What follows belongs to an exercise in optimizing a design on an open flow for small area; a production flow would make more cautious choices.
In this exercise RTL edits were held to simulation tests only and were not proved equivalent to the original.
Power and IR drop assume default switching activity.

<file path="flow/config.mk">
export PLATFORM = sky130hd
export DESIGN_NAME = sobel_image_processor
export DESIGN_NICKNAME = sobel_image_processor
export VERILOG_FILES = /design/flow/design.v
export SDC_FILE = /design/flow/constraint.sdc
export NUM_CORES = 4
export LEC_CHECK = 0
export CAP_MARGIN = 20
export CORE_MARGIN = 2
export CORE_UTILIZATION = 60
export SLEW_MARGIN = 20
</file>
<file path="flow/constraint.sdc">
create_clock -name core_clock -period 10.0 [get_ports {clk}]
set_input_delay 2.0000 -clock core_clock [delete_from_list [all_inputs] [get_ports {clk}]]
set_output_delay 2.0000 -clock core_clock [all_outputs]
set_load 0.01 [all_outputs]
</file>
<file path="flow/design.v">
package sobel_pkg;
  localparam int PIX_W   = 8;     
  localparam int GRAD_W  = 11;    
  localparam int COEF_R  = 77;
  localparam int COEF_G  = 150;
  localparam int COEF_B  = 29;
  localparam int SAT_MAX = 255;   
  typedef logic [PIX_W-1:0] pix_t;
  typedef struct packed {
    pix_t r;
    pix_t g;
    pix_t b;
  } rgb_t;
  function automatic pix_t rgb_to_gray(input rgb_t p);
    logic [15:0] acc;
    acc = 16'(COEF_R) * 16'(p.r) + 16'(COEF_G) * 16'(p.g) + 16'(COEF_B) * 16'(p.b);
    rgb_to_gray = acc[15:8];
  endfunction
endpackage
module line_buffer
#(
  parameter int DEPTH = 100
) (
  input  logic clk,
  input  logic en,
  input  sobel_pkg::pix_t din,
  output sobel_pkg::pix_t dout
);
  sobel_pkg::pix_t mem [0:DEPTH-1];
  assign dout = mem[DEPTH-1];
  always_ff @(posedge clk) begin
    if (en) begin
      mem[0] <= din;
      for (int i = 1; i < DEPTH; i++) begin
        mem[i] <= mem[i-1];
      end
    end
  end
endmodule
module sobel_image_processor
#(
  parameter int WIDTH      = 100,
  parameter int DATA_WIDTH = 8
) (
  input  logic                    clk,
  input  logic                    rst_n,
  input  logic                    shift_en,
  input  logic [3*DATA_WIDTH-1:0] data_in,
  output logic [3*DATA_WIDTH-1:0] out_pixel
);
  localparam int COL_W = (WIDTH > 1) ? $clog2(WIDTH) : 1;
  logic [COL_W-1:0] col_reg;
  logic [1:0]       row_reg;
  always_ff @(posedge clk or negedge rst_n) begin
    if (!rst_n) begin
      col_reg <= '0;
      row_reg <= '0;
    end else if (shift_en) begin
      if (col_reg == COL_W'(WIDTH - 1)) begin
        col_reg <= '0;
        if (row_reg != 2'd3) row_reg <= row_reg + 2'd1;
      end else begin
        col_reg <= col_reg + 1'b1;
      end
    end
  end
  sobel_pkg::pix_t y_comb, y_reg;
  sobel_gray u_gray (.rgb(data_in), .y(y_comb));
  always_ff @(posedge clk) begin
    if (shift_en) y_reg <= y_comb;
  end
  sobel_pkg::pix_t w [3][3];
  sobel_pkg::pix_t lb_out [2];
  line_buffer #(.DEPTH(WIDTH - 3)) u_lb1 (
    .clk (clk), .en(shift_en), .din(w[0][2]), .dout(lb_out[0])
  );
  line_buffer #(.DEPTH(WIDTH - 3)) u_lb2 (
    .clk (clk), .en(shift_en), .din(w[1][2]), .dout(lb_out[1])
  );
  always_ff @(posedge clk) begin
    if (shift_en) begin
      w[0][0] <= y_reg;
      w[1][0] <= lb_out[0];
      w[2][0] <= lb_out[1];
      for (int r = 0; r < 3; r++) begin
        w[r][1] <= w[r][0];
        w[r][2] <= w[r][1];
      end
    end
  end
  sobel_pkg::pix_t mag;
  sobel_mag u_mag (
    .p00(w[0][0]), .p01(w[0][1]), .p02(w[0][2]),
    .p10(w[1][0]), .p11(w[1][1]), .p12(w[1][2]),
    .p20(w[2][0]), .p21(w[2][1]), .p22(w[2][2]),
    .mag(mag)
  );
  logic valid;
  assign valid = ((col_reg >= COL_W'(4)) && (row_reg >= 2'd2)) ||
                 ((col_reg <  COL_W'(2)) && (row_reg == 2'd3));
  sobel_pkg::pix_t out_reg;
  always_ff @(posedge clk or negedge rst_n) begin
    if (!rst_n) begin
      out_reg <= '0;
    end else if (shift_en) begin
      out_reg <= valid ? mag : '0;
    end
  end
  assign out_pixel = {3{out_reg}};
endmodule
module sobel_gray (
  input  logic [23:0] rgb,
  output logic [7:0]  y
);
  logic [7:0] r, g, b;
  assign {r, g, b} = rgb;
  wire [8:0] rb;
  wire gs_1, gs_2, gs_3, gs_4, gs_5, gs_6, gs_7, gs_8, gs_9, gs_10, gs_11, gs_12, gs_13, gs_14, gs_15, gs_16;
  assign gs_1 = r[0] ^ b[0];
  assign gs_2 = r[0] & b[0];
  assign gs_3 = r[1] ^ b[1] ^ gs_2;
  assign gs_4 = (r[1] & b[1]) | (r[1] & gs_2) | (b[1] & gs_2);
  assign gs_5 = r[2] ^ b[2] ^ gs_4;
  assign gs_6 = (r[2] & b[2]) | (r[2] & gs_4) | (b[2] & gs_4);
  assign gs_7 = r[3] ^ b[3] ^ gs_6;
  assign gs_8 = (r[3] & b[3]) | (r[3] & gs_6) | (b[3] & gs_6);
  assign gs_9 = r[4] ^ b[4] ^ gs_8;
  assign gs_10 = (r[4] & b[4]) | (r[4] & gs_8) | (b[4] & gs_8);
  assign gs_11 = r[5] ^ b[5] ^ gs_10;
  assign gs_12 = (r[5] & b[5]) | (r[5] & gs_10) | (b[5] & gs_10);
  assign gs_13 = r[6] ^ b[6] ^ gs_12;
  assign gs_14 = (r[6] & b[6]) | (r[6] & gs_12) | (b[6] & gs_12);
  assign gs_15 = r[7] ^ b[7] ^ gs_14;
  assign gs_16 = (r[7] & b[7]) | (r[7] & gs_14) | (b[7] & gs_14);
  assign rb[0] = gs_1;
  assign rb[1] = gs_3;
  assign rb[2] = gs_5;
  assign rb[3] = gs_7;
  assign rb[4] = gs_9;
  assign rb[5] = gs_11;
  assign rb[6] = gs_13;
  assign rb[7] = gs_15;
  assign rb[8] = gs_16;
  wire [9:0] rgb3;
  wire gt_1, gt_2, gt_3, gt_4, gt_5, gt_6, gt_7, gt_8, gt_9, gt_10, gt_11, gt_12, gt_13, gt_14, gt_15, gt_16, gt_17, gt_18;
  assign gt_1 = g[0] ^ rb[0];
  assign gt_2 = g[0] & rb[0];
  assign gt_3 = g[1] ^ rb[1] ^ gt_2;
  assign gt_4 = (g[1] & rb[1]) | (g[1] & gt_2) | (rb[1] & gt_2);
  assign gt_5 = g[2] ^ rb[2] ^ gt_4;
  assign gt_6 = (g[2] & rb[2]) | (g[2] & gt_4) | (rb[2] & gt_4);
  assign gt_7 = g[3] ^ rb[3] ^ gt_6;
  assign gt_8 = (g[3] & rb[3]) | (g[3] & gt_6) | (rb[3] & gt_6);
  assign gt_9 = g[4] ^ rb[4] ^ gt_8;
  assign gt_10 = (g[4] & rb[4]) | (g[4] & gt_8) | (rb[4] & gt_8);
  assign gt_11 = g[5] ^ rb[5] ^ gt_10;
  assign gt_12 = (g[5] & rb[5]) | (g[5] & gt_10) | (rb[5] & gt_10);
  assign gt_13 = g[6] ^ rb[6] ^ gt_12;
  assign gt_14 = (g[6] & rb[6]) | (g[6] & gt_12) | (rb[6] & gt_12);
  assign gt_15 = g[7] ^ rb[7] ^ gt_14;
  assign gt_16 = (g[7] & rb[7]) | (g[7] & gt_14) | (rb[7] & gt_14);
  assign gt_17 = rb[8] ^ gt_16;
  assign gt_18 = rb[8] & gt_16;
  assign rgb3[0] = gt_1;
  assign rgb3[1] = gt_3;
  assign rgb3[2] = gt_5;
  assign rgb3[3] = gt_7;
  assign rgb3[4] = gt_9;
  assign rgb3[5] = gt_11;
  assign rgb3[6] = gt_13;
  assign rgb3[7] = gt_15;
  assign rgb3[8] = gt_17;
  assign rgb3[9] = gt_18;
  wire [8:0] gb;
  wire gu_1, gu_2, gu_3, gu_4, gu_5, gu_6, gu_7, gu_8, gu_9, gu_10, gu_11, gu_12, gu_13, gu_14, gu_15, gu_16;
  assign gu_1 = g[0] ^ b[0];
  assign gu_2 = g[0] & b[0];
  assign gu_3 = g[1] ^ b[1] ^ gu_2;
  assign gu_4 = (g[1] & b[1]) | (g[1] & gu_2) | (b[1] & gu_2);
  assign gu_5 = g[2] ^ b[2] ^ gu_4;
  assign gu_6 = (g[2] & b[2]) | (g[2] & gu_4) | (b[2] & gu_4);
  assign gu_7 = g[3] ^ b[3] ^ gu_6;
  assign gu_8 = (g[3] & b[3]) | (g[3] & gu_6) | (b[3] & gu_6);
  assign gu_9 = g[4] ^ b[4] ^ gu_8;
  assign gu_10 = (g[4] & b[4]) | (g[4] & gu_8) | (b[4] & gu_8);
  assign gu_11 = g[5] ^ b[5] ^ gu_10;
  assign gu_12 = (g[5] & b[5]) | (g[5] & gu_10) | (b[5] & gu_10);
  assign gu_13 = g[6] ^ b[6] ^ gu_12;
  assign gu_14 = (g[6] & b[6]) | (g[6] & gu_12) | (b[6] & gu_12);
  assign gu_15 = g[7] ^ b[7] ^ gu_14;
  assign gu_16 = (g[7] & b[7]) | (g[7] & gu_14) | (b[7] & gu_14);
  assign gb[0] = gu_1;
  assign gb[1] = gu_3;
  assign gb[2] = gu_5;
  assign gb[3] = gu_7;
  assign gb[4] = gu_9;
  assign gb[5] = gu_11;
  assign gb[6] = gu_13;
  assign gb[7] = gu_15;
  assign gb[8] = gu_16;
  wire gy_1, gy_2, gy_3, gy_4, gy_5, gy_6, gy_7, gy_8, gy_9, gy_10, gy_11, gy_12, gy_13, gy_14, gy_15, gy_16, gy_17, gy_18, gy_19, gy_20, gy_21, gy_22, gy_23, gy_24, gy_25, gy_26, gy_27, gy_28, gy_29, gy_30, gy_31, gy_32, gy_33, gy_34, gy_35, gy_36, gy_37, gy_38, gy_39, gy_40, gy_41, gy_42, gy_43, gy_44, gy_45, gy_46, gy_47, gy_48, gy_49, gy_50, gy_51, gy_52, gy_53, gy_54, gy_55, gy_56, gy_57, gy_58, gy_59, gy_60, gy_61, gy_62, gy_63, gy_64, gy_65, gy_66, gy_67, gy_68, gy_69, gy_70, gy_71, gy_72, gy_73, gy_74, gy_75, gy_76, gy_77, gy_78, gy_79, gy_80, gy_81, gy_82, gy_83, gy_84, gy_85, gy_86, gy_87, gy_88, gy_89, gy_90, gy_91, gy_92, gy_93, gy_94, gy_95, gy_96, gy_97, gy_98, gy_99, gy_100, gy_101, gy_102, gy_103, gy_104, gy_105, gy_106, gy_107, gy_108, gy_109, gy_110, gy_111, gy_112;
  assign gy_1 = g[0] ^ rb[1];
  assign gy_2 = g[0] & rb[1];
  assign gy_3 = g[1] ^ rb[2] ^ gy_2;
  assign gy_4 = (g[1] & rb[2]) | (g[1] & gy_2) | (rb[2] & gy_2);
  assign gy_5 = gy_3 ^ rgb3[0];
  assign gy_6 = gy_3 & rgb3[0];
  assign gy_7 = g[2] ^ rb[3] ^ rb[0];
  assign gy_8 = (g[2] & rb[3]) | (g[2] & rb[0]) | (rb[3] & rb[0]);
  assign gy_9 = gy_7 ^ gy_4 ^ rgb3[1];
  assign gy_10 = (gy_7 & gy_4) | (gy_7 & rgb3[1]) | (gy_4 & rgb3[1]);
  assign gy_11 = gy_6 ^ gy_9;
  assign gy_12 = gy_6 & gy_9;
  assign gy_13 = g[3] ^ rb[4] ^ rb[1];
  assign gy_14 = (g[3] & rb[4]) | (g[3] & rb[1]) | (rb[4] & rb[1]);
  assign gy_15 = gb[0] ^ gy_8 ^ gy_13;
  assign gy_16 = (gb[0] & gy_8) | (gb[0] & gy_13) | (gy_8 & gy_13);
  assign gy_17 = gy_15 ^ rgb3[2] ^ gy_10;
  assign gy_18 = (gy_15 & rgb3[2]) | (gy_15 & gy_10) | (rgb3[2] & gy_10);
  assign gy_19 = gy_12 ^ gy_17;
  assign gy_20 = gy_12 & gy_17;
  assign gy_21 = g[4] ^ rb[5] ^ rb[2];
  assign gy_22 = (g[4] & rb[5]) | (g[4] & rb[2]) | (rb[5] & rb[2]);
  assign gy_23 = gb[1] ^ gy_14 ^ gy_21;
  assign gy_24 = (gb[1] & gy_14) | (gb[1] & gy_21) | (gy_14 & gy_21);
  assign gy_25 = gy_16 ^ gy_23 ^ rgb3[3];
  assign gy_26 = (gy_16 & gy_23) | (gy_16 & rgb3[3]) | (gy_23 & rgb3[3]);
  assign gy_27 = gy_25 ^ gy_18 ^ gy_20;
  assign gy_28 = (gy_25 & gy_18) | (gy_25 & gy_20) | (gy_18 & gy_20);
  assign gy_29 = g[5] ^ r[0] ^ rb[6];
  assign gy_30 = (g[5] & r[0]) | (g[5] & rb[6]) | (r[0] & rb[6]);
  assign gy_31 = rb[3] ^ gb[2] ^ gy_22;
  assign gy_32 = (rb[3] & gb[2]) | (rb[3] & gy_22) | (gb[2] & gy_22);
  assign gy_33 = gy_29 ^ gy_24 ^ gy_31;
  assign gy_34 = (gy_29 & gy_24) | (gy_29 & gy_31) | (gy_24 & gy_31);
  assign gy_35 = gy_33 ^ rgb3[4] ^ gy_26;
  assign gy_36 = (gy_33 & rgb3[4]) | (gy_33 & gy_26) | (rgb3[4] & gy_26);
  assign gy_37 = gy_35 ^ gy_28;
  assign gy_38 = gy_35 & gy_28;
  assign gy_39 = g[6] ^ r[1] ^ g[0];
  assign gy_40 = (g[6] & r[1]) | (g[6] & g[0]) | (r[1] & g[0]);
  assign gy_41 = gy_39 ^ rb[7] ^ rb[4];
  assign gy_42 = (gy_39 & rb[7]) | (gy_39 & rb[4]) | (rb[7] & rb[4]);
  assign gy_43 = gb[3] ^ gy_30 ^ gy_41;
  assign gy_44 = (gb[3] & gy_30) | (gb[3] & gy_41) | (gy_30 & gy_41);
  assign gy_45 = gy_32 ^ gy_43 ^ gy_34;
  assign gy_46 = (gy_32 & gy_43) | (gy_32 & gy_34) | (gy_43 & gy_34);
  assign gy_47 = gy_45 ^ rgb3[5] ^ gy_36;
  assign gy_48 = (gy_45 & rgb3[5]) | (gy_45 & gy_36) | (rgb3[5] & gy_36);
  assign gy_49 = gy_47 ^ gy_38;
  assign gy_50 = gy_47 & gy_38;
  assign gy_51 = g[7] ^ r[2] ^ g[1];
  assign gy_52 = (g[7] & r[2]) | (g[7] & g[1]) | (r[2] & g[1]);
  assign gy_53 = gy_40 ^ gy_51 ^ rb[8];
  assign gy_54 = (gy_40 & gy_51) | (gy_40 & rb[8]) | (gy_51 & rb[8]);
  assign gy_55 = rb[5] ^ gb[4] ^ gy_42;
  assign gy_56 = (rb[5] & gb[4]) | (rb[5] & gy_42) | (gb[4] & gy_42);
  assign gy_57 = gy_53 ^ gy_44 ^ gy_55;
  assign gy_58 = (gy_53 & gy_44) | (gy_53 & gy_55) | (gy_44 & gy_55);
  assign gy_59 = gy_57 ^ gy_46 ^ rgb3[6];
  assign gy_60 = (gy_57 & gy_46) | (gy_57 & rgb3[6]) | (gy_46 & rgb3[6]);
  assign gy_61 = gy_59 ^ gy_48 ^ gy_50;
  assign gy_62 = (gy_59 & gy_48) | (gy_59 & gy_50) | (gy_48 & gy_50);
  assign gy_63 = r[3] ^ g[2] ^ gy_52;
  assign gy_64 = (r[3] & g[2]) | (r[3] & gy_52) | (g[2] & gy_52);
  assign gy_65 = gy_63 ^ rb[6] ^ gb[5];
  assign gy_66 = (gy_63 & rb[6]) | (gy_63 & gb[5]) | (rb[6] & gb[5]);
  assign gy_67 = gy_54 ^ gy_65 ^ gy_56;
  assign gy_68 = (gy_54 & gy_65) | (gy_54 & gy_56) | (gy_65 & gy_56);
  assign gy_69 = gy_58 ^ gy_67 ^ rgb3[7];
  assign gy_70 = (gy_58 & gy_67) | (gy_58 & rgb3[7]) | (gy_67 & rgb3[7]);
  assign gy_71 = gy_60 ^ gy_69 ^ gy_62;
  assign gy_72 = (gy_60 & gy_69) | (gy_60 & gy_62) | (gy_69 & gy_62);
  assign gy_73 = r[4] ^ g[3] ^ gy_64;
  assign gy_74 = (r[4] & g[3]) | (r[4] & gy_64) | (g[3] & gy_64);
  assign gy_75 = gy_73 ^ rb[7] ^ gb[6];
  assign gy_76 = (gy_73 & rb[7]) | (gy_73 & gb[6]) | (rb[7] & gb[6]);
  assign gy_77 = gy_66 ^ gy_75 ^ gy_68;
  assign gy_78 = (gy_66 & gy_75) | (gy_66 & gy_68) | (gy_75 & gy_68);
  assign gy_79 = gy_77 ^ rgb3[8] ^ gy_70;
  assign gy_80 = (gy_77 & rgb3[8]) | (gy_77 & gy_70) | (rgb3[8] & gy_70);
  assign gy_81 = gy_79 ^ gy_72;
  assign gy_82 = gy_79 & gy_72;
  assign gy_83 = r[5] ^ g[4] ^ gy_74;
  assign gy_84 = (r[5] & g[4]) | (r[5] & gy_74) | (g[4] & gy_74);
  assign gy_85 = gy_83 ^ rb[8] ^ gb[7];
  assign gy_86 = (gy_83 & rb[8]) | (gy_83 & gb[7]) | (rb[8] & gb[7]);
  assign gy_87 = gy_76 ^ gy_85 ^ gy_78;
  assign gy_88 = (gy_76 & gy_85) | (gy_76 & gy_78) | (gy_85 & gy_78);
  assign gy_89 = gy_87 ^ rgb3[9] ^ gy_80;
  assign gy_90 = (gy_87 & rgb3[9]) | (gy_87 & gy_80) | (rgb3[9] & gy_80);
  assign gy_91 = gy_89 ^ gy_82;
  assign gy_92 = gy_89 & gy_82;
  assign gy_93 = r[6] ^ g[5] ^ gy_84;
  assign gy_94 = (r[6] & g[5]) | (r[6] & gy_84) | (g[5] & gy_84);
  assign gy_95 = gy_93 ^ gb[8] ^ gy_86;
  assign gy_96 = (gy_93 & gb[8]) | (gy_93 & gy_86) | (gb[8] & gy_86);
  assign gy_97 = gy_95 ^ gy_88 ^ gy_90;
  assign gy_98 = (gy_95 & gy_88) | (gy_95 & gy_90) | (gy_88 & gy_90);
  assign gy_99 = gy_97 ^ gy_92;
  assign gy_100 = gy_97 & gy_92;
  assign gy_101 = r[7] ^ g[6] ^ gy_94;
  assign gy_102 = (r[7] & g[6]) | (r[7] & gy_94) | (g[6] & gy_94);
  assign gy_103 = gy_101 ^ gy_96 ^ gy_98;
  assign gy_104 = (gy_101 & gy_96) | (gy_101 & gy_98) | (gy_96 & gy_98);
  assign gy_105 = gy_103 ^ gy_100;
  assign gy_106 = gy_103 & gy_100;
  assign gy_107 = g[7] ^ gy_102 ^ gy_104;
  assign gy_108 = (g[7] & gy_102) | (g[7] & gy_104) | (gy_102 & gy_104);
  assign gy_109 = gy_107 ^ gy_106;
  assign gy_110 = gy_107 & gy_106;
  assign gy_111 = gy_108 ^ gy_110;
  assign gy_112 = gy_108 & gy_110;
  assign y[0] = gy_61;
  assign y[1] = gy_71;
  assign y[2] = gy_81;
  assign y[3] = gy_91;
  assign y[4] = gy_99;
  assign y[5] = gy_105;
  assign y[6] = gy_109;
  assign y[7] = gy_111;
endmodule
module sobel_mag (
  input  logic [7:0] p00, p01, p02, p10, p11, p12, p20, p21, p22,
  output logic [7:0] mag
);
  wire [8:0] u;
  wire du_1, du_2, du_3, du_4, du_5, du_6, du_7, du_8, du_9, du_10, du_11, du_12, du_13, du_14, du_15, du_16, du_17, du_18;
  assign du_1 = p00[0] ^ ~p22[0] ^ 1'b1;
  assign du_2 = (p00[0] & ~p22[0]) | (p00[0] & 1'b1) | (~p22[0] & 1'b1);
  assign du_3 = p00[1] ^ ~p22[1] ^ du_2;
  assign du_4 = (p00[1] & ~p22[1]) | (p00[1] & du_2) | (~p22[1] & du_2);
  assign du_5 = p00[2] ^ ~p22[2] ^ du_4;
  assign du_6 = (p00[2] & ~p22[2]) | (p00[2] & du_4) | (~p22[2] & du_4);
  assign du_7 = p00[3] ^ ~p22[3] ^ du_6;
  assign du_8 = (p00[3] & ~p22[3]) | (p00[3] & du_6) | (~p22[3] & du_6);
  assign du_9 = p00[4] ^ ~p22[4] ^ du_8;
  assign du_10 = (p00[4] & ~p22[4]) | (p00[4] & du_8) | (~p22[4] & du_8);
  assign du_11 = p00[5] ^ ~p22[5] ^ du_10;
  assign du_12 = (p00[5] & ~p22[5]) | (p00[5] & du_10) | (~p22[5] & du_10);
  assign du_13 = p00[6] ^ ~p22[6] ^ du_12;
  assign du_14 = (p00[6] & ~p22[6]) | (p00[6] & du_12) | (~p22[6] & du_12);
  assign du_15 = p00[7] ^ ~p22[7] ^ du_14;
  assign du_16 = (p00[7] & ~p22[7]) | (p00[7] & du_14) | (~p22[7] & du_14);
  assign du_17 = 1'b1 ^ du_16;
  assign du_18 = 1'b1 & du_16;
  assign u[0] = du_1;
  assign u[1] = du_3;
  assign u[2] = du_5;
  assign u[3] = du_7;
  assign u[4] = du_9;
  assign u[5] = du_11;
  assign u[6] = du_13;
  assign u[7] = du_15;
  assign u[8] = du_17;
  wire [8:0] v;
  wire dv_1, dv_2, dv_3, dv_4, dv_5, dv_6, dv_7, dv_8, dv_9, dv_10, dv_11, dv_12, dv_13, dv_14, dv_15, dv_16, dv_17, dv_18;
  assign dv_1 = p20[0] ^ ~p02[0] ^ 1'b1;
  assign dv_2 = (p20[0] & ~p02[0]) | (p20[0] & 1'b1) | (~p02[0] & 1'b1);
  assign dv_3 = p20[1] ^ ~p02[1] ^ dv_2;
  assign dv_4 = (p20[1] & ~p02[1]) | (p20[1] & dv_2) | (~p02[1] & dv_2);
  assign dv_5 = p20[2] ^ ~p02[2] ^ dv_4;
  assign dv_6 = (p20[2] & ~p02[2]) | (p20[2] & dv_4) | (~p02[2] & dv_4);
  assign dv_7 = p20[3] ^ ~p02[3] ^ dv_6;
  assign dv_8 = (p20[3] & ~p02[3]) | (p20[3] & dv_6) | (~p02[3] & dv_6);
  assign dv_9 = p20[4] ^ ~p02[4] ^ dv_8;
  assign dv_10 = (p20[4] & ~p02[4]) | (p20[4] & dv_8) | (~p02[4] & dv_8);
  assign dv_11 = p20[5] ^ ~p02[5] ^ dv_10;
  assign dv_12 = (p20[5] & ~p02[5]) | (p20[5] & dv_10) | (~p02[5] & dv_10);
  assign dv_13 = p20[6] ^ ~p02[6] ^ dv_12;
  assign dv_14 = (p20[6] & ~p02[6]) | (p20[6] & dv_12) | (~p02[6] & dv_12);
  assign dv_15 = p20[7] ^ ~p02[7] ^ dv_14;
  assign dv_16 = (p20[7] & ~p02[7]) | (p20[7] & dv_14) | (~p02[7] & dv_14);
  assign dv_17 = 1'b1 ^ dv_16;
  assign dv_18 = 1'b1 & dv_16;
  assign v[0] = dv_1;
  assign v[1] = dv_3;
  assign v[2] = dv_5;
  assign v[3] = dv_7;
  assign v[4] = dv_9;
  assign v[5] = dv_11;
  assign v[6] = dv_13;
  assign v[7] = dv_15;
  assign v[8] = dv_17;
  wire [8:0] e;
  wire de_1, de_2, de_3, de_4, de_5, de_6, de_7, de_8, de_9, de_10, de_11, de_12, de_13, de_14, de_15, de_16, de_17, de_18;
  assign de_1 = p10[0] ^ ~p12[0] ^ 1'b1;
  assign de_2 = (p10[0] & ~p12[0]) | (p10[0] & 1'b1) | (~p12[0] & 1'b1);
  assign de_3 = p10[1] ^ ~p12[1] ^ de_2;
  assign de_4 = (p10[1] & ~p12[1]) | (p10[1] & de_2) | (~p12[1] & de_2);
  assign de_5 = p10[2] ^ ~p12[2] ^ de_4;
  assign de_6 = (p10[2] & ~p12[2]) | (p10[2] & de_4) | (~p12[2] & de_4);
  assign de_7 = p10[3] ^ ~p12[3] ^ de_6;
  assign de_8 = (p10[3] & ~p12[3]) | (p10[3] & de_6) | (~p12[3] & de_6);
  assign de_9 = p10[4] ^ ~p12[4] ^ de_8;
  assign de_10 = (p10[4] & ~p12[4]) | (p10[4] & de_8) | (~p12[4] & de_8);
  assign de_11 = p10[5] ^ ~p12[5] ^ de_10;
  assign de_12 = (p10[5] & ~p12[5]) | (p10[5] & de_10) | (~p12[5] & de_10);
  assign de_13 = p10[6] ^ ~p12[6] ^ de_12;
  assign de_14 = (p10[6] & ~p12[6]) | (p10[6] & de_12) | (~p12[6] & de_12);
  assign de_15 = p10[7] ^ ~p12[7] ^ de_14;
  assign de_16 = (p10[7] & ~p12[7]) | (p10[7] & de_14) | (~p12[7] & de_14);
  assign de_17 = 1'b1 ^ de_16;
  assign de_18 = 1'b1 & de_16;
  assign e[0] = de_1;
  assign e[1] = de_3;
  assign e[2] = de_5;
  assign e[3] = de_7;
  assign e[4] = de_9;
  assign e[5] = de_11;
  assign e[6] = de_13;
  assign e[7] = de_15;
  assign e[8] = de_17;
  wire [8:0] f;
  wire df_1, df_2, df_3, df_4, df_5, df_6, df_7, df_8, df_9, df_10, df_11, df_12, df_13, df_14, df_15, df_16, df_17, df_18;
  assign df_1 = p01[0] ^ ~p21[0] ^ 1'b1;
  assign df_2 = (p01[0] & ~p21[0]) | (p01[0] & 1'b1) | (~p21[0] & 1'b1);
  assign df_3 = p01[1] ^ ~p21[1] ^ df_2;
  assign df_4 = (p01[1] & ~p21[1]) | (p01[1] & df_2) | (~p21[1] & df_2);
  assign df_5 = p01[2] ^ ~p21[2] ^ df_4;
  assign df_6 = (p01[2] & ~p21[2]) | (p01[2] & df_4) | (~p21[2] & df_4);
  assign df_7 = p01[3] ^ ~p21[3] ^ df_6;
  assign df_8 = (p01[3] & ~p21[3]) | (p01[3] & df_6) | (~p21[3] & df_6);
  assign df_9 = p01[4] ^ ~p21[4] ^ df_8;
  assign df_10 = (p01[4] & ~p21[4]) | (p01[4] & df_8) | (~p21[4] & df_8);
  assign df_11 = p01[5] ^ ~p21[5] ^ df_10;
  assign df_12 = (p01[5] & ~p21[5]) | (p01[5] & df_10) | (~p21[5] & df_10);
  assign df_13 = p01[6] ^ ~p21[6] ^ df_12;
  assign df_14 = (p01[6] & ~p21[6]) | (p01[6] & df_12) | (~p21[6] & df_12);
  assign df_15 = p01[7] ^ ~p21[7] ^ df_14;
  assign df_16 = (p01[7] & ~p21[7]) | (p01[7] & df_14) | (~p21[7] & df_14);
  assign df_17 = 1'b1 ^ df_16;
  assign df_18 = 1'b1 & df_16;
  assign f[0] = df_1;
  assign f[1] = df_3;
  assign f[2] = df_5;
  assign f[3] = df_7;
  assign f[4] = df_9;
  assign f[5] = df_11;
  assign f[6] = df_13;
  assign f[7] = df_15;
  assign f[8] = df_17;
  wire [10:0] gx, gy;
  wire gx_1, gx_2, gx_3, gx_4, gx_5, gx_6, gx_7, gx_8, gx_9, gx_10, gx_11, gx_12, gx_13, gx_14, gx_15, gx_16, gx_17, gx_18, gx_19, gx_20, gx_21, gx_22, gx_23, gx_24, gx_25, gx_26, gx_27, gx_28, gx_29, gx_30, gx_31, gx_32, gx_33, gx_34, gx_35, gx_36, gx_37, gx_38;
  assign gx_1 = u[0] ^ v[0];
  assign gx_2 = u[0] & v[0];
  assign gx_3 = u[1] ^ v[1] ^ e[0];
  assign gx_4 = (u[1] & v[1]) | (u[1] & e[0]) | (v[1] & e[0]);
  assign gx_5 = gx_2 ^ gx_3;
  assign gx_6 = gx_2 & gx_3;
  assign gx_7 = u[2] ^ v[2] ^ e[1];
  assign gx_8 = (u[2] & v[2]) | (u[2] & e[1]) | (v[2] & e[1]);
  assign gx_9 = gx_4 ^ gx_7 ^ gx_6;
  assign gx_10 = (gx_4 & gx_7) | (gx_4 & gx_6) | (gx_7 & gx_6);
  assign gx_11 = u[3] ^ v[3] ^ e[2];
  assign gx_12 = (u[3] & v[3]) | (u[3] & e[2]) | (v[3] & e[2]);
  assign gx_13 = gx_8 ^ gx_11 ^ gx_10;
  assign gx_14 = (gx_8 & gx_11) | (gx_8 & gx_10) | (gx_11 & gx_10);
  assign gx_15 = u[4] ^ v[4] ^ e[3];
  assign gx_16 = (u[4] & v[4]) | (u[4] & e[3]) | (v[4] & e[3]);
  assign gx_17 = gx_12 ^ gx_15 ^ gx_14;
  assign gx_18 = (gx_12 & gx_15) | (gx_12 & gx_14) | (gx_15 & gx_14);
  assign gx_19 = u[5] ^ v[5] ^ e[4];
  assign gx_20 = (u[5] & v[5]) | (u[5] & e[4]) | (v[5] & e[4]);
  assign gx_21 = gx_16 ^ gx_19 ^ gx_18;
  assign gx_22 = (gx_16 & gx_19) | (gx_16 & gx_18) | (gx_19 & gx_18);
  assign gx_23 = u[6] ^ v[6] ^ e[5];
  assign gx_24 = (u[6] & v[6]) | (u[6] & e[5]) | (v[6] & e[5]);
  assign gx_25 = gx_20 ^ gx_23 ^ gx_22;
  assign gx_26 = (gx_20 & gx_23) | (gx_20 & gx_22) | (gx_23 & gx_22);
  assign gx_27 = u[7] ^ v[7] ^ e[6];
  assign gx_28 = (u[7] & v[7]) | (u[7] & e[6]) | (v[7] & e[6]);
  assign gx_29 = gx_24 ^ gx_27 ^ gx_26;
  assign gx_30 = (gx_24 & gx_27) | (gx_24 & gx_26) | (gx_27 & gx_26);
  assign gx_31 = ~u[8] ^ ~v[8] ^ e[7];
  assign gx_32 = (~u[8] & ~v[8]) | (~u[8] & e[7]) | (~v[8] & e[7]);
  assign gx_33 = gx_28 ^ gx_31 ^ gx_30;
  assign gx_34 = (gx_28 & gx_31) | (gx_28 & gx_30) | (gx_31 & gx_30);
  assign gx_35 = ~e[8] ^ gx_32 ^ gx_34;
  assign gx_36 = (~e[8] & gx_32) | (~e[8] & gx_34) | (gx_32 & gx_34);
  assign gx_37 = 1'b1 ^ gx_36;
  assign gx_38 = 1'b1 & gx_36;
  assign gx[0] = gx_1;
  assign gx[1] = gx_5;
  assign gx[2] = gx_9;
  assign gx[3] = gx_13;
  assign gx[4] = gx_17;
  assign gx[5] = gx_21;
  assign gx[6] = gx_25;
  assign gx[7] = gx_29;
  assign gx[8] = gx_33;
  assign gx[9] = gx_35;
  assign gx[10] = gx_37;
  wire gy_1, gy_2, gy_3, gy_4, gy_5, gy_6, gy_7, gy_8, gy_9, gy_10, gy_11, gy_12, gy_13, gy_14, gy_15, gy_16, gy_17, gy_18, gy_19, gy_20, gy_21, gy_22, gy_23, gy_24, gy_25, gy_26, gy_27, gy_28, gy_29, gy_30, gy_31, gy_32, gy_33, gy_34, gy_35, gy_36, gy_37, gy_38;
  assign gy_1 = 1'b1 ^ u[0] ^ ~v[0];
  assign gy_2 = (1'b1 & u[0]) | (1'b1 & ~v[0]) | (u[0] & ~v[0]);
  assign gy_3 = u[1] ^ ~v[1] ^ f[0];
  assign gy_4 = (u[1] & ~v[1]) | (u[1] & f[0]) | (~v[1] & f[0]);
  assign gy_5 = gy_2 ^ gy_3;
  assign gy_6 = gy_2 & gy_3;
  assign gy_7 = u[2] ^ ~v[2] ^ f[1];
  assign gy_8 = (u[2] & ~v[2]) | (u[2] & f[1]) | (~v[2] & f[1]);
  assign gy_9 = gy_4 ^ gy_7 ^ gy_6;
  assign gy_10 = (gy_4 & gy_7) | (gy_4 & gy_6) | (gy_7 & gy_6);
  assign gy_11 = u[3] ^ ~v[3] ^ f[2];
  assign gy_12 = (u[3] & ~v[3]) | (u[3] & f[2]) | (~v[3] & f[2]);
  assign gy_13 = gy_8 ^ gy_11 ^ gy_10;
  assign gy_14 = (gy_8 & gy_11) | (gy_8 & gy_10) | (gy_11 & gy_10);
  assign gy_15 = u[4] ^ ~v[4] ^ f[3];
  assign gy_16 = (u[4] & ~v[4]) | (u[4] & f[3]) | (~v[4] & f[3]);
  assign gy_17 = gy_12 ^ gy_15 ^ gy_14;
  assign gy_18 = (gy_12 & gy_15) | (gy_12 & gy_14) | (gy_15 & gy_14);
  assign gy_19 = u[5] ^ ~v[5] ^ f[4];
  assign gy_20 = (u[5] & ~v[5]) | (u[5] & f[4]) | (~v[5] & f[4]);
  assign gy_21 = gy_16 ^ gy_19 ^ gy_18;
  assign gy_22 = (gy_16 & gy_19) | (gy_16 & gy_18) | (gy_19 & gy_18);
  assign gy_23 = u[6] ^ ~v[6] ^ f[5];
  assign gy_24 = (u[6] & ~v[6]) | (u[6] & f[5]) | (~v[6] & f[5]);
  assign gy_25 = gy_20 ^ gy_23 ^ gy_22;
  assign gy_26 = (gy_20 & gy_23) | (gy_20 & gy_22) | (gy_23 & gy_22);
  assign gy_27 = u[7] ^ ~v[7] ^ f[6];
  assign gy_28 = (u[7] & ~v[7]) | (u[7] & f[6]) | (~v[7] & f[6]);
  assign gy_29 = gy_24 ^ gy_27 ^ gy_26;
  assign gy_30 = (gy_24 & gy_27) | (gy_24 & gy_26) | (gy_27 & gy_26);
  assign gy_31 = ~u[8] ^ v[8] ^ f[7];
  assign gy_32 = (~u[8] & v[8]) | (~u[8] & f[7]) | (v[8] & f[7]);
  assign gy_33 = gy_28 ^ gy_31 ^ gy_30;
  assign gy_34 = (gy_28 & gy_31) | (gy_28 & gy_30) | (gy_31 & gy_30);
  assign gy_35 = ~f[8] ^ gy_32 ^ gy_34;
  assign gy_36 = (~f[8] & gy_32) | (~f[8] & gy_34) | (gy_32 & gy_34);
  assign gy_37 = 1'b1 ^ gy_36;
  assign gy_38 = 1'b1 & gy_36;
  assign gy[0] = gy_1;
  assign gy[1] = gy_5;
  assign gy[2] = gy_9;
  assign gy[3] = gy_13;
  assign gy[4] = gy_17;
  assign gy[5] = gy_21;
  assign gy[6] = gy_25;
  assign gy[7] = gy_29;
  assign gy[8] = gy_33;
  assign gy[9] = gy_35;
  assign gy[10] = gy_37;
  wire [9:0] ax, ay;
  assign ax = gx[9:0] ^ {10{gx[10]}};
  assign ay = gy[9:0] ^ {10{gy[10]}};
  wire [10:0] sum;
  wire sm_1, sm_2, sm_3, sm_4, sm_5, sm_6, sm_7, sm_8, sm_9, sm_10, sm_11, sm_12, sm_13, sm_14, sm_15, sm_16, sm_17, sm_18, sm_19, sm_20, sm_21, sm_22, sm_23, sm_24, sm_25, sm_26, sm_27, sm_28, sm_29, sm_30, sm_31, sm_32, sm_33, sm_34, sm_35, sm_36, sm_37, sm_38, sm_39, sm_40, sm_41, sm_42;
  assign sm_1 = ax[0] ^ ay[0] ^ gx[10];
  assign sm_2 = (ax[0] & ay[0]) | (ax[0] & gx[10]) | (ay[0] & gx[10]);
  assign sm_3 = gy[10] ^ sm_1;
  assign sm_4 = gy[10] & sm_1;
  assign sm_5 = ax[1] ^ ay[1] ^ sm_2;
  assign sm_6 = (ax[1] & ay[1]) | (ax[1] & sm_2) | (ay[1] & sm_2);
  assign sm_7 = sm_4 ^ sm_5;
  assign sm_8 = sm_4 & sm_5;
  assign sm_9 = ax[2] ^ ay[2] ^ sm_6;
  assign sm_10 = (ax[2] & ay[2]) | (ax[2] & sm_6) | (ay[2] & sm_6);
  assign sm_11 = sm_8 ^ sm_9;
  assign sm_12 = sm_8 & sm_9;
  assign sm_13 = ax[3] ^ ay[3] ^ sm_10;
  assign sm_14 = (ax[3] & ay[3]) | (ax[3] & sm_10) | (ay[3] & sm_10);
  assign sm_15 = sm_12 ^ sm_13;
  assign sm_16 = sm_12 & sm_13;
  assign sm_17 = ax[4] ^ ay[4] ^ sm_14;
  assign sm_18 = (ax[4] & ay[4]) | (ax[4] & sm_14) | (ay[4] & sm_14);
  assign sm_19 = sm_16 ^ sm_17;
  assign sm_20 = sm_16 & sm_17;
  assign sm_21 = ax[5] ^ ay[5] ^ sm_18;
  assign sm_22 = (ax[5] & ay[5]) | (ax[5] & sm_18) | (ay[5] & sm_18);
  assign sm_23 = sm_20 ^ sm_21;
  assign sm_24 = sm_20 & sm_21;
  assign sm_25 = ax[6] ^ ay[6] ^ sm_22;
  assign sm_26 = (ax[6] & ay[6]) | (ax[6] & sm_22) | (ay[6] & sm_22);
  assign sm_27 = sm_24 ^ sm_25;
  assign sm_28 = sm_24 & sm_25;
  assign sm_29 = ax[7] ^ ay[7] ^ sm_26;
  assign sm_30 = (ax[7] & ay[7]) | (ax[7] & sm_26) | (ay[7] & sm_26);
  assign sm_31 = sm_28 ^ sm_29;
  assign sm_32 = sm_28 & sm_29;
  assign sm_33 = ax[8] ^ ay[8] ^ sm_30;
  assign sm_34 = (ax[8] & ay[8]) | (ax[8] & sm_30) | (ay[8] & sm_30);
  assign sm_35 = sm_32 ^ sm_33;
  assign sm_36 = sm_32 & sm_33;
  assign sm_37 = ax[9] ^ ay[9] ^ sm_34;
  assign sm_38 = (ax[9] & ay[9]) | (ax[9] & sm_34) | (ay[9] & sm_34);
  assign sm_39 = sm_36 ^ sm_37;
  assign sm_40 = sm_36 & sm_37;
  assign sm_41 = sm_38 ^ sm_40;
  assign sm_42 = sm_38 & sm_40;
  assign sum[0] = sm_3;
  assign sum[1] = sm_7;
  assign sum[2] = sm_11;
  assign sum[3] = sm_15;
  assign sum[4] = sm_19;
  assign sum[5] = sm_23;
  assign sum[6] = sm_27;
  assign sum[7] = sm_31;
  assign sum[8] = sm_35;
  assign sum[9] = sm_39;
  assign sum[10] = sm_41;
  assign mag = (|sum[10:8]) ? 8'd255 : sum[7:0];
endmodule
</file>
<file path="flow/flow/run.sh">
#!/bin/bash
# Layout flow: the standard flow (standard.sh) with three changes.
#  1. After the standard synthesis, fa_polarity.py picks for every full-adder
#     cell its plain or its dual form (FA(~a,~b,~c) = ~FA(a,b,c)) so that the
#     netlist needs fewer inverters; registers are not touched.
#  2. Clock tree synthesis runs without dummy loads.
#  3. Ports are buffered with sky130_fd_sc_hd__buf_1.
# Each tool's output goes to a log of its own in this folder.
set -euo pipefail
source flow/settings.sh
bash standard.sh synth > standard_synth.log 2>&1
R=orfs/results/sky130hd/sobel_image_processor/base
cp $R/1_2_yosys.v $R/1_2_yosys_standard.v
python3 flow/fa_polarity.py $R/1_2_yosys_standard.v $R/1_2_yosys.v > fa_polarity.log 2>&1
rm -f $R/1_synth.odb $R/1_synth.sdc
bash standard.sh finish > standard_finish.log 2>&1
</file>
<file path="flow/flow/fa_polarity.py">
#!/usr/bin/env python3
"""Remove inverters around full adders in a Yosys netlist.

A full adder is self-dual: FA(~a, ~b, ~c) = (~sum, ~cout). Yosys's adder
extraction often leaves inverters on full-adder pins. This pass picks, for
each sky130 fa_1 cell, whether to use it as is or in its dual form, so as to
need as few inverters as possible, and rebuilds the inverters accordingly.
The circuit's function is unchanged; no register is touched.

usage: fa_polarity.py IN.v OUT.v
"""
import re
import sys
from collections import defaultdict

INV = "sky130_fd_sc_hd__inv_1"
FA_PREFIX = "sky130_fd_sc_hd__fa_"
OUT_PINS = {"X", "Y", "Q", "Q_N", "SUM", "COUT", "HI", "LO"}

src = open(sys.argv[1]).read()

# ---- parse the single module ----
m = re.search(r"^module\s+(\S+)\s*\((.*?)\);", src, re.S | re.M)
cell_re = re.compile(r"^\s*(sky130_fd_sc_hd__\w+)\s+(\S+)\s*\((.*?)\);\s*$", re.S | re.M)
pin_re = re.compile(r"\.(\w+)\(([^()]*)\)")

cells = {}      # name -> [type, {pin: net}, span]
order = []
for cm in cell_re.finditer(src):
    typ, name, body = cm.group(1), cm.group(2), cm.group(3)
    pins = {p: n.strip() for p, n in pin_re.findall(body)}
    cells[name] = [typ, pins, cm.span()]
    order.append(name)

# nets referenced outside cells (assigns, ports) count as fixed-polarity loads
outside = src
for name in reversed(order):
    s, e = cells[name][2]
    outside = outside[:s] + outside[e:]
def norm(n):
    return n.strip()
ext_refs = set()
assigns = "\n".join(re.findall(r"^\s*assign\s.*?;", outside, re.S | re.M))
for tok in re.findall(r"(\\\S+\s|[A-Za-z_][\w$]*(?:\[\d+\])?)", assigns + " " + m.group(2)):
    ext_refs.add(tok.strip())
ext_refs.discard("assign")

driver = {}
loads = defaultdict(list)   # net -> [(cell, pin)]
for name, (typ, pins, _) in cells.items():
    for p, n in pins.items():
        if p in OUT_PINS:
            driver[n] = (name, p)
        else:
            loads[n].append((name, p))

def is_inv(c):
    return cells[c][0] == INV

def base_of(net):
    """(base net, inverted) following inverter chains"""
    inv = False
    seen = 0
    while net in driver and is_inv(driver[net][0]) and seen < 8:
        net = cells[driver[net][0]][1]["A"]
        inv = not inv
        seen += 1
    return net, inv

fas = [c for c in order if cells[c][0].startswith(FA_PREFIX)]
fa_set = set(fas)

# base signals touched: inputs (via inverters) and outputs of FAs
# For each base signal: list of load references (cell, pin, inverted_now)
# An inverter-output net that is referenced externally is treated as fixed.
bases = set()
for f in fas:
    pins = cells[f][1]
    for p in ("A", "B", "CIN"):
        bases.add(base_of(pins[p])[0])
    for p in ("SUM", "COUT"):
        bases.add(pins[p])

# skip bases whose inverter tree has something unusual (inverter outputs
# referenced outside cells, or non-inv_1 inverters)
def inv_tree_ok(b, depth=0):
    for (c, p) in loads[b]:
        if is_inv(c):
            y = cells[c][1]["Y"]
            if y in ext_refs or depth > 3:
                return False
            if not inv_tree_ok(y, depth + 1):
                return False
    return True
bases = {b for b in bases if inv_tree_ok(b)}

def collect(b):
    """all non-inverter loads of base b: (cell, pin, inv)"""
    res = []
    inv_cells = []
    stack = [(b, False)]
    while stack:
        net, inv = stack.pop()
        for (c, p) in loads[net]:
            if is_inv(c):
                inv_cells.append(c)
                stack.append((cells[c][1]["Y"], not inv))
            else:
                res.append((c, p, inv))
    return res, inv_cells

info = {b: collect(b) for b in bases}
ext_inv_need = {}   # base -> (needs_true, needs_inv) from external refs
for b in bases:
    t = b in ext_refs or b.split('[')[0].lstrip('\\') in ext_refs or b.split('[')[0] in ext_refs
    ext_inv_need[b] = t

flip = {f: False for f in fas}
drv_fa = {}
for b in bases:
    if b in driver and driver[b][0] in fa_set:
        drv_fa[b] = driver[b][0]

def base_cost(b):
    x = flip[drv_fa[b]] if b in drv_fa else False
    need_inv = False
    if ext_inv_need[b] and x:
        need_inv = True
    for (c, p, inv) in info[b][0]:
        want = inv
        if c in fa_set and flip[c]:
            want = not want
        if want != x:
            need_inv = True
            break
    return 1 if need_inv else 0

fa_bases = defaultdict(set)
for b in bases:
    if b in drv_fa:
        fa_bases[drv_fa[b]].add(b)
    for (c, p, inv) in info[b][0]:
        if c in fa_set:
            fa_bases[c].add(b)

before = sum(base_cost(b) for b in bases)
import random, math
rng = random.Random(1)
cur = before
best = cur
best_flip = dict(flip)
steps = 40000
for step in range(steps):
    T = 2.0 * (1 - step / steps) + 0.01
    f = fas[rng.randrange(len(fas))]
    bs = fa_bases[f]
    c0 = sum(base_cost(b) for b in bs)
    flip[f] = not flip[f]
    c1 = sum(base_cost(b) for b in bs)
    d = c1 - c0
    if d <= 0 or rng.random() < math.exp(-d / T):
        cur += d
        if cur < best:
            best = cur
            best_flip = dict(flip)
    else:
        flip[f] = not flip[f]
flip.update(best_flip)
after = sum(base_cost(b) for b in bases)
old_invs = set()
for b in bases:
    old_invs.update(info[b][1])
sys.stderr.write(f"fa_polarity: {len(fas)} full adders, {sum(flip.values())} flipped; "
                 f"inverters on these signals {len(old_invs)} -> {after} (model {before})\n")

# ---- rewrite ----
# new pin connections
newpin = defaultdict(dict)   # cell -> {pin: net}
new_invs = []                # (name, in, out)
k = 0
for b in sorted(bases):
    x = flip[drv_fa[b]] if b in drv_fa else False
    needs = []
    for (c, p, inv) in info[b][0]:
        want = inv ^ (c in fa_set and flip[c])
        needs.append((c, p, want != x))
    ext_bad = ext_inv_need[b] and x
    if ext_bad:
        # rename: the driver now makes the complement, so give the driver a
        # new net and rebuild b with an inverter
        c, p = driver[b]
        phys = f"fapol_n{k}"; k += 1
        newpin[c][p] = phys
        new_invs.append((f"fapol_i{k}", phys, b)); k += 1
        for (c2, p2, ninv) in needs:
            # loads want true value (b) if not ninv; physical is inverted
            newpin[c2][p2] = b if ninv else phys
        continue
    if any(n for (_, _, n) in needs):
        y = f"fapol_n{k}"; k += 1
        new_invs.append((f"fapol_i{k}", b, y)); k += 1
    for (c, p, ninv) in needs:
        newpin[c][p] = y if ninv else b

def esc(n):
    return n + " " if n.startswith("\\") else n

out = src
# delete old inverters and patch cells, from the end to keep spans valid
edits = []
for name in order:
    typ, pins, (s, e) = cells[name]
    if name in old_invs:
        edits.append((s, e, ""))
    elif name in newpin or (typ.startswith(FA_PREFIX) and flip[name]):
        p2 = dict(pins)
        p2.update(newpin.get(name, {}))
        body = ",\n".join(f"    .{p}({esc(n)})" for p, n in p2.items())
        edits.append((s, e, f"  {typ} {name} (\n{body}\n  );"))
for s, e, t in sorted(edits, reverse=True):
    out = out[:s] + t + out[e:]
decl = "".join(f"  wire {y};\n" for (_, a, y) in new_invs if y.startswith("fapol_n")) + \
       "".join(f"  wire {a};\n" for (_, a, y) in new_invs if a.startswith("fapol_n"))
insts = "".join(f"  {INV} {n} (\n    .A({esc(a)}),\n    .Y({esc(y)})\n  );\n" for (n, a, y) in new_invs)
pos = out.rfind("endmodule")
out = out[:pos] + decl + insts + out[pos:]
open(sys.argv[2], "w").write(out)
</file>
<file path="flow/flow/settings.sh">
# Settings for run.sh, read by the ORFS make through the environment.
export CTS_ARGS="-sink_clustering_enable -repair_clock_nets -dont_use_dummy_load -sink_clustering_size 20 -sink_clustering_max_diameter 50 -buf_list sky130_fd_sc_hd__clkbuf_8"
export BUFFER_PORTS_ARGS="-buffer_cell sky130_fd_sc_hd__buf_1"
</file>
<file path="flow/standard.sh">
#!/bin/bash
# synth_recipe.tcl (not shown) runs the flow's synth.tcl, then flattens the netlist and writes it again
# the make line also repeats each setting of config.mk as NAME=value (left out here)
make -C /OpenROAD-flow-scripts/flow DESIGN_CONFIG=/design/flow/config.mk WORK_HOME=/design/flow/orfs CLKGATE_MAP_FILE= SYNTH_SCRIPT=/design/flow/synth_recipe.tcl "${@:-finish}"
</file>
==> results of run 1 <==
[power by group]
group          leakage, µW  switching [µW]  internal [µW]
combinational      0.00217            2470           1960
clock             0.000949            1860           1180
sequential          0.0162             178           8150
[repair_timing]
| action | in CTS | in global routing |
|---|---|---|
| resized for setup | 15 | 12 |
| setup endpoints to repair | 8 | 8 |
| gates cloned | 0 | 0 |
| pin swaps | 1 | 4 |
[per-layer routing]
layer	GRT usage [%]	share of wire (%)
met1	23.41	53
met2	17.79	41
met3	3.136	3.9
met4	5.782	2.9
met5	0	0
[area by class of cell]
type	instances	area share, %
Tap cell	1165	2.540
Clock buffer	132	3.166
Timing Repair Buffer	75	0.8351
Inverter	79	0.5168
Multi-Input combinational cell	272	6.781
Antenna cell	3	0.01308
Sequential cell	1649	86.15
[worst max-delay path, delay by kind of cell, from the launching register on]
kind                       cells  cell delay (ns)
adders and majority gates     21             7.98
AOI/OAI and AO/OA              3             0.57
DFF                            1             0.43
buffers and inverters          4             0.30
xor gates and xnor gates       1             0.16
and+or+nand+nor                2             0.12
muxes                          1             0.09
[path summary, 6_finish.rpt]
path,slack (ns),from,to,cells past startpoint
hold / removal,0.36,u_lb1.mem[23][3],u_lb1.mem[24][3],0
setup reg to reg,0.33,w[2][0],out_reg[1],32
setup / recovery,0.33,w[2][0],out_reg[1],32
hold reg to reg,0.36,u_lb1.mem[23][3],u_lb1.mem[24][3],0
min in group asynchronous,1.32,rst_n,out_reg[2],1
max in group asynchronous,8.08,rst_n,col_reg[2],1
[cells in the final DEF, fill, tap and decap left out, types with 4 or more instances in the layout]
cell	instances
sky130_fd_sc_hd__edfxtp_1	1632
sky130_fd_sc_hd__clkbuf_8	132
sky130_fd_sc_hd__fa_1	107
sky130_fd_sc_hd__inv_1	78
sky130_fd_sc_hd__buf_1	49
sky130_fd_sc_hd__ha_1	37
sky130_fd_sc_hd__fa_2	20
sky130_fd_sc_hd__dfrtp_1	17
sky130_fd_sc_hd__buf_4	17
sky130_fd_sc_hd__xnor2_1	16
sky130_fd_sc_hd__nor2_1	15
sky130_fd_sc_hd__xor2_1	14
sky130_fd_sc_hd__a21oi_1	12
sky130_fd_sc_hd__a31o_2	8
sky130_fd_sc_hd__buf_12	8
sky130_fd_sc_hd__nor3_1	6
sky130_fd_sc_hd__nand2_1	4
sky130_fd_sc_hd__or2_2	4
[stage by stage]
step	cells	setup TNS (ns)	setup WS, ns	area [µm²]	util, %
CTS	3372	0	0.03767	57340	64.78
floorplan	2024	0	0.04846	53690	-
detailed placement	3240	-2.968	-0.4394	55460	62.66
finish	3375	0	0.3286	57380	64.83
global route	3374	0	0.02222	57380	64.83
global placement	3240	-1.171	-0.1506	55460	62.66
==> impl_table.tex, run 1 <==
\begin{tabular}{lr}
\hline
Metric & Value \\
\hline
\multicolumn{2}{l}{\textbf{Place}} \\
\quad Count of buffers from port buffering & 50 \\
\quad Placed wire-length estimate after detailed placement & 30.26 mm \\
\quad Routability-driven placement congestion ratio & 0.7485 \\
\multicolumn{2}{l}{\textbf{Routing}} \\
\quad Number of remaining DRC errors & 0 \\
\quad DRT iter0 DRCs & 1828 \\
\quad Count of nets left with antenna violations after detail routing & 0 \\
\quad Via density per instance & 5.321 \\
\quad Drt wl/cell & 18.66 µm \\
\quad First-pass iteration count of the detailed router & 5 \\
\quad Total detailed-routing wirelength & 62.99 mm \\
\quad Vias after detailed routing & 17.96k \\
\multicolumn{2}{l}{\textbf{Worst setup path}} \\
\quad Cell seen most often among critical-path stages & sky130\_fd\_sc\_hd\_\_fa\_2 \\
\quad Worst-path maximum fanout & 8 \\
\quad CP max-delay cell & sky130\_fd\_sc\_hd\_\_fa\_2 \\
\quad Endpoint type of the worst setup path & flip-flop \\
\quad CP Data Arrival Time & 10.39 ns \\
\quad CP required & 10.72 ns \\
\quad Biggest cell delay along the critical path & 0.56 ns \\
\quad Startpoint kind of the worst setup timing path & flip-flop \\
\quad Worst Path Class, Setup & flip-flop to flip-flop \\
\multicolumn{2}{l}{\textbf{Power and ir drop}} \\
\quad Total power per unit cell area & 275.2 nW/µm² \\
\quad Leakage Power & 0.01927 µW \\
\quad Worst vdd rail ir drop & 0.9608 mV \\
\quad Final Total Pwr & 15790 µW \\
\multicolumn{2}{l}{\textbf{Clocking}} \\
\quad Clock latency at the later pin of the worst-skew pair & 0.80 ns \\
\quad Postcts setup bufs & 0 \\
\quad Buffer cell driving the clock tree root & sky130\_fd\_sc\_hd\_\_clkbuf\_8 \\
\quad Longest Clk Path Bufs & 3 \\
\quad CTS clock-pin slew for the worst setup and hold paths & 0.11 ns \\
\quad H-tree depth & 4 \\
\quad Clock Sink Count & 1649 \\
\quad TritonCTS Buffers & 132 \\
\quad TritonCTS clock tree & yes \\
\quad Post-CTS Hold Buffers & 0 \\
\multicolumn{2}{l}{\textbf{Yosys}} \\
\quad Synthesized cell area & 53670 µm² \\
\quad Number of nets in the synthesized netlist & 2216 \\
\quad Synthesized area per cell & 26.52 µm² \\
\quad Synth warn & 6 \\
\quad Synthesized netlist cell count & 2024 \\
\multicolumn{2}{l}{\textbf{Cells and area}} \\
\quad Largest regs & u\_lb1.mem (776), u\_lb2.mem (776), w (72) \\
\quad Share of cells above drive strength 1 & 9.243\% \\
\quad NumNets Final & 2401 \\
\quad Filler Cells Inserted & 5569 \\
\quad Seq. cell area & 49430 µm² \\
\quad Multi-input gate area in the final layout & 3891 µm² \\
\quad Area growth syn-to-layout & 6.920\% \\
\multicolumn{2}{l}{\textbf{STA}} \\
\quad Final Hold Fails & 0 \\
\quad Transition time at the pin with the least slew margin & 1.052 ns \\
\quad Final hold slack & 0.3644 ns \\
\quad Max Clock Freq & 103.4 MHz \\
\quad Minimum period implied by the final worst setup slack & 9.671 ns \\
\quad Max Clock Skew & 0.08474 ns \\
\quad Share of the cycle needed by the critical path after routing & 96.71\% \\
\quad Relative slew margins & 29.88\% \\
\quad Final setup violation count & 0 \\
\quad RSZ-0062 raised after global routing & no \\
\quad Count of pins over their slew limit & 0 \\
\multicolumn{2}{l}{\textbf{Global route}} \\
\quad Largest net degree at the start of global routing & 208 \\
\quad Gr ovfl total & 0 \\
\quad Via count of the first global-routing pass & 17.88k \\
\quad Tot GR Track Use & 13.95\% \\
\quad First-pass GRT wire length & 98.54 mm \\
\quad Initial antenna violation count & 6 \\
\multicolumn{2}{l}{\textbf{Die}} \\
\quad Initial core utilization & 60.63\% \\
\quad Number of core rows & 109 \\
\quad Core footprint & 88510 µm² \\
\quad Die H & 303.1 µm \\
\quad Die outline area & 91850 µm² \\
\quad Die span in x & 303.1 µm \\
\quad Io pins & 51 \\
\multicolumn{2}{l}{\textbf{Outcome}} \\
\quad Status & timing/DRC/antenna clean \\
\multicolumn{2}{l}{\textbf{Run}} \\
\quad Number of maximum-capacitance constraint violations & 0 \\
\multicolumn{2}{l}{\textbf{Min path}} \\
\quad Path category of the worst min-delay check & flip-flop to flip-flop \\
\hline
\end{tabular}
==> inputs of run 2 (changes only) <==
==> flow/flow/settings.sh (replaced) <==
# Settings for run.sh, read by the ORFS make through the environment.
export CTS_ARGS="-sink_clustering_enable -repair_clock_nets -dont_use_dummy_load -sink_clustering_size 30 -sink_clustering_max_diameter 80 -buf_list sky130_fd_sc_hd__clkbuf_16"
export BUFFER_PORTS_ARGS="-buffer_cell sky130_fd_sc_hd__buf_1"
==> impl_table.tex, run 2 <==
\begin{tabular}{lr}
\hline
Metric & Value \\
\hline
\multicolumn{2}{l}{\textbf{Global route}} \\
\quad Via count of the first global-routing pass & 17.23k \\
\quad Gr ovfl total & 0 \\
\quad Largest net degree at the start of global routing & 208 \\
\quad Initial antenna violation count & 4 \\
\quad First-pass GRT wire length & 95.67 mm \\
\quad Tot GR Track Use & 13.33\% \\
\multicolumn{2}{l}{\textbf{Yosys}} \\
\quad Synthesized netlist cell count & 2024 \\
\quad Synth warn & 6 \\
\quad Synthesized area per cell & 26.52 µm² \\
\quad Number of nets in the synthesized netlist & 2216 \\
\quad Synthesized cell area & 53670 µm² \\
\multicolumn{2}{l}{\textbf{Routing}} \\
\quad DRT iter0 DRCs & 1806 \\
\quad Via density per instance & 5.345 \\
\quad Count of nets left with antenna violations after detail routing & 0 \\
\quad Total detailed-routing wirelength & 61.16 mm \\
\quad First-pass iteration count of the detailed router & 5 \\
\quad Vias after detailed routing & 17.67k \\
\quad Drt wl/cell & 18.50 µm \\
\quad Number of remaining DRC errors & 0 \\
\multicolumn{2}{l}{\textbf{Cells and area}} \\
\quad Share of cells above drive strength 1 & 6.539\% \\
\quad Antenna diode count & 0 \\
\quad NumNets Final & 2335 \\
\quad Largest regs & u\_lb1.mem (776), u\_lb2.mem (776), w (72) \\
\quad Filler Cells Inserted & 5583 \\
\quad Most frequent cells in the layout & sky130\_fd\_sc\_hd\_\_edfxtp\_1, sky130\_fd\_sc\_hd\_\_fa\_1, sky130\_fd\_sc\_hd\_\_inv\_1, sky130\_fd\_sc\_hd\_\_clkbuf\_16, sky130\_fd\_sc\_hd\_\_buf\_1 \\
\quad Area growth syn-to-layout & 6.610\% \\
\quad Most common cell after layout, fill and taps aside & sky130\_fd\_sc\_hd\_\_edfxtp\_1 \\
\quad Seq. cell area & 49430 µm² \\
\quad Multi-input gate area in the final layout & 3897 µm² \\
\multicolumn{2}{l}{\textbf{Min path}} \\
\quad Path category of the worst min-delay check & flip-flop to flip-flop \\
\multicolumn{2}{l}{\textbf{Worst setup path}} \\
\quad CP Data Arrival Time & 10.14 ns \\
\quad Startpoint kind of the worst setup timing path & flip-flop \\
\quad Endpoint type of the worst setup path & flip-flop \\
\quad Worst Path Class, Setup & flip-flop to flip-flop \\
\quad Biggest cell delay along the critical path & 0.51 ns \\
\quad Worst-path maximum fanout & 8 \\
\quad CP required & 10.52 ns \\
\quad CP max-delay cell & sky130\_fd\_sc\_hd\_\_fa\_1 \\
\multicolumn{2}{l}{\textbf{Die}} \\
\quad Die span in x & 303.1 µm \\
\quad Initial core utilization & 60.63\% \\
\quad Io pins & 51 \\
\quad Die outline area & 91850 µm² \\
\quad Die H & 303.1 µm \\
\quad Number of core rows & 109 \\
\quad Core footprint & 88510 µm² \\
\multicolumn{2}{l}{\textbf{Clocking}} \\
\quad Buffer cell driving the clock tree root & sky130\_fd\_sc\_hd\_\_clkbuf\_16 \\
\quad H-tree depth & 3 \\
\quad Longest Clk Path Bufs & 3 \\
\quad TritonCTS clock tree & yes \\
\quad Postcts setup bufs & 0 \\
\quad Clock latency at the later pin of the worst-skew pair & 0.63 ns \\
\quad TritonCTS Buffers & 66 \\
\quad Post-CTS Hold Buffers & 0 \\
\quad Clock Sink Count & 1649 \\
\quad CTS clock-pin slew for the worst setup and hold paths & 0.11 ns \\
\multicolumn{2}{l}{\textbf{STA}} \\
\quad Sum Neg Setup Slack & 0 ns \\
\quad Final setup violation count & 0 \\
\quad Transition time at the pin with the least slew margin & 1.063 ns \\
\quad Max Clock Skew & 0.06504 ns \\
\quad Relative slew margins & 29.15\% \\
\quad Count of pins over their slew limit & 0 \\
\quad Share of the cycle needed by the critical path after routing & 96.15\% \\
\quad Minimum period implied by the final worst setup slack & 9.615 ns \\
\quad Final Hold Fails & 0 \\
\quad Max Clock Freq & 104.0 MHz \\
\quad RSZ-0062 raised after global routing & no \\
\multicolumn{2}{l}{\textbf{Place}} \\
\quad Placed wire-length estimate after detailed placement & 30.26 mm \\
\quad Count of buffers from port buffering & 50 \\
\quad Routability-driven placement congestion ratio & 0.7485 \\
\multicolumn{2}{l}{\textbf{Power and ir drop}} \\
\quad Internal power of the cells & 11310 µW \\
\quad Reg power frac & 52.8\% \\
\quad Net switching share of the total power & 28.22\% \\
\quad Psw & 4449 µW \\
\quad Fraction of power consumed by the clock network & 18.8\% \\
\quad Final Total Pwr & 15760 µW \\
\quad Worst vdd rail ir drop & 0.9550 mV \\
\quad Total power per unit cell area & 275.5 nW/µm² \\
\quad Leakage Power & 0.01914 µW \\
\quad Combinational fraction of design power & 28.3\% \\
\multicolumn{2}{l}{\textbf{Outcome}} \\
\quad Status & timing/DRC/antenna clean \\
\multicolumn{2}{l}{\textbf{Run}} \\
\quad Number of maximum-capacitance constraint violations & 0 \\
\hline
\end{tabular}
[run 2: worst max-delay path: cells and delay by family (launching register included)]
family,cells,cell delay [ns]
DFF,1,0.36
buffers and inverters,5,0.40
and+or+nand+nor,1,0.08
xor gates and xnor gates,3,0.54
adders and majority gates,21,7.63
AOI/OAI and AO/OA,3,0.53
[run 2: through the flow]
stage	worst slack, ns	cells	hold slack [ns]	util, %	area, µm²
4_1_cts	0.03350	3306	0.3953	64.59	57170
5_1_grt	0.04559	3306	0.4022	64.64	57210
6_report	0.3846	3306	0.3914	64.64	57210
3_5_place_dp	-0.4394	3240	0.4045	62.66	55460
2_1_floorplan	0.04846	2024	0.4003	-	53690
3_3_place_gp	-0.1506	3240	0.4032	62.66	55460
[run 2: layout make-up]
class / count / share of cell area, %
clock buffers: 66 / 2.887
repair buffers: 75 / 0.8376
multi-input cells: 272 / 6.812
inverters: 79 / 0.5183
well taps: 1165 / 2.548
flip-flops and latches: 1649 / 86.40
[run 2: power groups by stage]
| stage | clock, µW | combinational, µW | sequential, µW |
|---|---|---|---|
| 2_1_floorplan | 0 | 2990 | 8390 |
| 3_3_place_gp | 0 | 3960 | 8470 |
| 3_5_place_dp | 0 | 4080 | 8470 |
| 4_1_cts | 3130 | 4400 | 8330 |
| 5_1_grt | 3350 | 5230 | 8370 |
| 6_report | 2970 | 4470 | 8320 |
[run 2: path summary, 6_finish.rpt]
kind                             startpoint  slack (ns)          endpoint  depth (start not counted)
max in group asynchronous             rst_n        7.89        out_reg[7]                          1
min in group asynchronous             rst_n        1.49        col_reg[1]                          1
max reg2reg                         w[0][0]        0.38        out_reg[0]                         33
min                        u_lb2.mem[87][4]        0.39  u_lb2.mem[88][4]                          0
max                                 w[0][0]        0.38        out_reg[0]                         33
min reg2reg                u_lb2.mem[87][4]        0.39  u_lb2.mem[88][4]                          0
[run 2: routing by layer]
| layer | part of all wire, % | track usage, % | vias up |
|---|---|---|---|
| li1 | - | - | 7982 |
| met1 | 53 | 22.97 | 9388 |
| met2 | 41 | 17.68 | 214 |
| met3 | 3.1 | 2.377 | 88 |
| met4 | 2.4 | 3.777 | 0 |
| met5 | 0 | 0 | - |
[run 2: timing repair]
item                       CTS  global route
gates resized for setup     16            13
pin swaps                    1             6
setup endpoints to repair    8             8

[re-timing with driven ports]
No port has a modelled driver above. Below, the same layouts with a new extraction and two added sets of constraints.
Step 1: set_driving_cell puts a clkbuf_16 on clk and a buf_2 on each other input, an assumption about the parent block.
Step 2 also shifts input and output timing later by t, the mid clock arrival at the registers, as if the neighbouring blocks saw the same clock.
Three values: ideal, step 1, step 2; two values: the first two.
run | shift t [ns] | setup slack, ns | worst setup path after step 2 | worst data-port slew with drivers (ns)
run 1 | 0.828 | 0.329 / 0.329 / 0.269 | input to register | 0.04
run 2 | 0.663 | 0.385 / 0.385 / 0.273 | input to register | 0.04
After both steps every run listed still meets setup and hold. The setup slack of run 2, which loses most, moves by 0.000 ns with the drivers and by -0.112 ns with both steps.
